From an optimization exercise on the open Yosys and OpenROAD flow, aimed at small area, a short achievable clock period and few clock cycles per item; shortcuts taken in it are not production practice. Function was checked by simulation only, so behaviour that the tests miss may differ from the original.

Setup of fjord:
==> flow/design.v <==
`default_nettype none
package wbps_pkg;
    typedef struct packed {
        logic [7:0] data_byte;
        logic       last;
    } item_beat_t;
    typedef struct packed {
        logic        found;
        logic [31:0] match_offset;
    } result_beat_t;
endpackage
`default_nettype wire
`default_nettype none
module wildcard_byte_pattern_scan
(
    input  wire logic          clk,
    input  wire logic          rst_n,
    input  wire logic          cfg_write,
    input  wire logic [1:0]    cfg_index,
    input  wire logic [63:0]   cfg_data,
    input  wire logic          item_valid,
    output logic               item_ready,
    input  wire logic [8:0]    item_in,
    output logic               result_valid,
    input  wire logic          result_ready,
    output logic [32:0]        result_out
);
    logic [63:0] pat_lo_reg;
    logic [63:0] pat_hi_reg;
    logic [15:0] care_reg;
    logic        lo_written_reg;
    logic        hi_written_reg;
    logic        care_written_reg;
    logic [3:0]  lm1_reg;            
    always_ff @(posedge clk)
    begin
        if (cfg_write && cfg_index == 2'd0) pat_lo_reg <= cfg_data;
        if (cfg_write && cfg_index == 2'd1) pat_hi_reg <= cfg_data;
        if (cfg_write && cfg_index == 2'd2) care_reg   <= cfg_data[15:0];
    end
    always_ff @(posedge clk or negedge rst_n)
    begin
        if (!rst_n)
        begin
            lo_written_reg   <= 1'b0;
            hi_written_reg   <= 1'b0;
            care_written_reg <= 1'b0;
            lm1_reg          <= 4'd0;
        end
        else if (cfg_write)
        begin
            if (cfg_index == 2'd0) lo_written_reg   <= 1'b1;
            if (cfg_index == 2'd1) hi_written_reg   <= 1'b1;
            if (cfg_index == 2'd2) care_written_reg <= 1'b1;
            if (cfg_index == 2'd3)
            begin
                if (cfg_data[4:0] == 5'd0)
                    lm1_reg <= 4'd0;
                else if (cfg_data[4])
                    lm1_reg <= 4'd15;
                else
                    lm1_reg <= cfg_data[3:0] - 4'd1;
            end
        end
    end
    logic ready_reg;                 
    logic accept;
    assign item_ready = ready_reg;
    assign accept     = item_valid && ready_reg;
    logic [7:0]  b;
    logic [15:0] eq;
    logic        b_zero;
    assign b      = item_in[8:1];
    assign b_zero = (b == 8'd0);
    for (genvar j = 0; j < 16; j++)
    begin : g_cmp
        logic [7:0] sig;
        logic       written;
        assign sig     = (j < 8) ? pat_lo_reg[8*(j%8) +: 8] : pat_hi_reg[8*(j%8) +: 8];
        assign written = (j < 8) ? lo_written_reg : hi_written_reg;
        assign eq[j]   = (care_written_reg && !care_reg[j])
                      || (written ? (b == sig) : b_zero);
    end
    logic [15:0] p_reg;
    logic [3:0]  fill_reg;           
    logic        last_reg;           
    logic [15:0] p_keep;             
    logic [15:0] p_next;
    logic [15:0] len_sel;
    logic [3:0]  fill_eff;
    logic        tok_full;
    assign p_keep   = {p_reg[14:0] & {15{!last_reg}}, 1'b1};
    assign p_next   = eq & p_keep;
    assign fill_eff = last_reg ? 4'd0 : fill_reg;
    for (genvar j = 0; j < 16; j++)
    begin : g_sel
        assign len_sel[j] = (lm1_reg == 4'(j));
    end
    assign tok_full  = (fill_eff >= lm1_reg);
    always_ff @(posedge clk)
    begin
        if (accept)
        begin
            p_reg    <= p_next;
            fill_reg <= (fill_eff == 4'd15) ? 4'd15 : fill_eff + 4'd1;
        end
    end
    always_ff @(posedge clk or negedge rst_n)
    begin
        if (!rst_n)
            last_reg <= 1'b1;
        else if (accept)
            last_reg <= item_in[0];
    end
    logic       a_valid_reg;
    logic [3:0] a_tok_reg;
    logic       b_valid;
    logic [3:0] b_tok_reg;
    logic [3:0] new_tok;
    logic       out_valid_reg;
    logic       out_found_reg;
    logic       decide;
    logic       load_a;
    logic       fresh_a_reg;        
    logic       fresh_b_reg;        
    logic       m_late;             
    logic       a_m;
    logic       b_m;
    assign new_tok = {1'b0, last_reg, item_in[0], tok_full};
    assign m_late  = |(p_reg & len_sel);
    assign a_m     = fresh_a_reg ? m_late : a_tok_reg[3];
    assign b_m     = fresh_b_reg ? m_late : b_tok_reg[3];
    assign b_valid = !ready_reg;
    assign decide  = a_valid_reg && (!out_valid_reg || result_ready);
    assign load_a  = !a_valid_reg || decide;
    always_ff @(posedge clk)
    begin
        if (load_a)
            a_tok_reg <= b_valid ? {b_m, b_tok_reg[2:0]} : new_tok;
        else
            a_tok_reg[3] <= a_m;
        if (ready_reg)
            b_tok_reg <= new_tok;
        else
            b_tok_reg[3] <= b_m;
    end
    always_ff @(posedge clk or negedge rst_n)
    begin
        if (!rst_n)
        begin
            a_valid_reg <= 1'b0;
            ready_reg   <= 1'b1;
            fresh_a_reg <= 1'b0;
            fresh_b_reg <= 1'b0;
        end
        else
        begin
            fresh_a_reg <= accept && load_a;
            fresh_b_reg <= accept && !load_a;
            if (load_a) a_valid_reg <= b_valid || accept;
            ready_reg <= b_valid ? load_a : !(accept && !load_a);
        end
    end
    logic        a_match, a_first, a_last, a_full;
    logic        rep_reg;           
    logic        rep_eff;
    logic        match;
    logic        push;
    logic        nf_push;
    logic [31:0] off_reg;
    assign a_match = a_m;
    assign {a_first, a_last, a_full} = a_tok_reg[2:0];
    assign rep_eff = rep_reg && !a_first;
    assign match   = a_match && !rep_eff;
    assign nf_push = a_last && !rep_eff && !match;
    assign push    = match || nf_push;
    always_ff @(posedge clk)
    begin
        if (decide)
        begin
            rep_reg <= rep_eff || match;
            if (nf_push || (a_first && (match || !a_full)))
                off_reg <= 32'd0;
            else if (a_first)
                off_reg <= 32'd1;
            else if (!rep_eff && !match)
                off_reg <= a_full ? off_reg + 32'd1 : 32'd0;
            if (push)
                out_found_reg <= match;
        end
    end
    always_ff @(posedge clk or negedge rst_n)
    begin
        if (!rst_n)
            out_valid_reg <= 1'b0;
        else if (decide && push)
            out_valid_reg <= 1'b1;
        else if (result_ready)
            out_valid_reg <= 1'b0;
    end
    assign result_valid = out_valid_reg;
    assign result_out   = {out_found_reg, off_reg};
endmodule
`default_nettype wire
==> flow/config.mk <==
export PLATFORM = sky130hd
export DESIGN_NAME = wildcard_byte_pattern_scan
export DESIGN_NICKNAME = wildcard_byte_pattern_scan
export VERILOG_FILES = /design/flow/design.v
export SDC_FILE = /design/flow/constraint.sdc
export NUM_CORES = 4
export LEC_CHECK = 0
export CAP_MARGIN = 20
export CORE_MARGIN = 2
export CORE_UTILIZATION = 40
export CTS_BUF_LIST = sky130_fd_sc_hd__clkbuf_8 sky130_fd_sc_hd__clkbuf_16
export CTS_CLUSTER_DIAMETER = 80
export CTS_CLUSTER_SIZE = 18
export SETUP_SLACK_MARGIN = 3.5
export SLEW_MARGIN = 20
==> flow/constraint.sdc <==
create_clock -name core_clock -period 6.0 [get_ports {clk}]
set_input_delay 1.2000 -clock core_clock [delete_from_list [all_inputs] [get_ports {clk}]]
set_output_delay 1.2000 -clock core_clock [all_outputs]
set_load 0.01 [all_outputs]
standard.sh (not shown) runs the stock make flow with config.mk's settings and CLKGATE_MAP_FILE= SYNTH_SCRIPT=/design/flow/synth_recipe.tcl, a recipe that flattens the netlist after the stock synthesis.
==> flow/flow/run.sh <==
#!/bin/bash
# Layout flow: the standard flow (standard.sh), except that the port
# buffers that global placement inserts are plain sky130 buffers (buf_1,
# resized later where timing needs it) instead of the delay buffer that
# buffer_ports picks by default. Each step's full output goes to its own log.
set -euo pipefail
export BUFFER_PORTS_ARGS="-buffer_cell sky130_fd_sc_hd__buf_1"
bash standard.sh synth > synth.log 2>&1
bash standard.sh finish > finish.log 2>&1
Testbench counts of fjord, summed over its fixed seeds: cycles 112,139, bytes 110,795.
> inputs changed (fjord -> pepper)
Settings: CTS_CLUSTER_SIZE: 18 -> 20; CTS_BUF_LIST: sky130_fd_sc_hd__clkbuf_8 sky130_fd_sc_hd__clkbuf_16 -> sky130_fd_sc_hd__clkbuf_4 sky130_fd_sc_hd__clkbuf_8 sky130_fd_sc_hd__clkbuf_16; SETUP_SLACK_MARGIN: 3.5 -> 3.25.
==> comparison <==
- Comparing fjord and pepper, the higher cell depth of the worst setup path was measured on fjord.
- [compare] base=fjord new=pepper: total of max-cap violations held; area of the multi-input gates went down about 2%; met3 wirelength from detailed routing went up 15%; via count of the first global-routing pass went down 136.
- Number of synthesized register bits: fjord vs pepper identical
- Re part of the Yosys area used for sequential elements: no difference whatsoever between fjord and pepper.
- Remaining max-slew budget at the tightest pin (higher): pepper

-- port drivers added, routing unchanged --
How much do the figures lean on ideal ports? The routed layouts below were timed once more, with nothing changed but the port constraints.
Step 1: set_driving_cell puts a clkbuf_16 on clk and a buf_2 on each other input, an assumption about the parent block.
Step 2 times the ports against the registers' clock, not the clock port: input delays grow and output delays shrink by t, the midpoint of the rising clock arrivals with the driver on.
Three values: ideal, step 1, step 2; two values: the first two.
run	shift t [ns]	slack for setup (ns)	hold WS [ns]	worst register clock-pin slew, ns
fjord	0.526	3.621 / 3.598 / 3.108	0.486 / 0.486 / 0.486	0.08 / 0.08
pepper	0.514	3.453 / 3.430 / 2.954	0.479 / 0.479 / 0.479	0.08 / 0.08
After both steps every run listed still meets setup and hold. For fjord, which loses most, drivers alone change the setup slack by -0.023 ns; drivers and shift together by -0.513 ns.
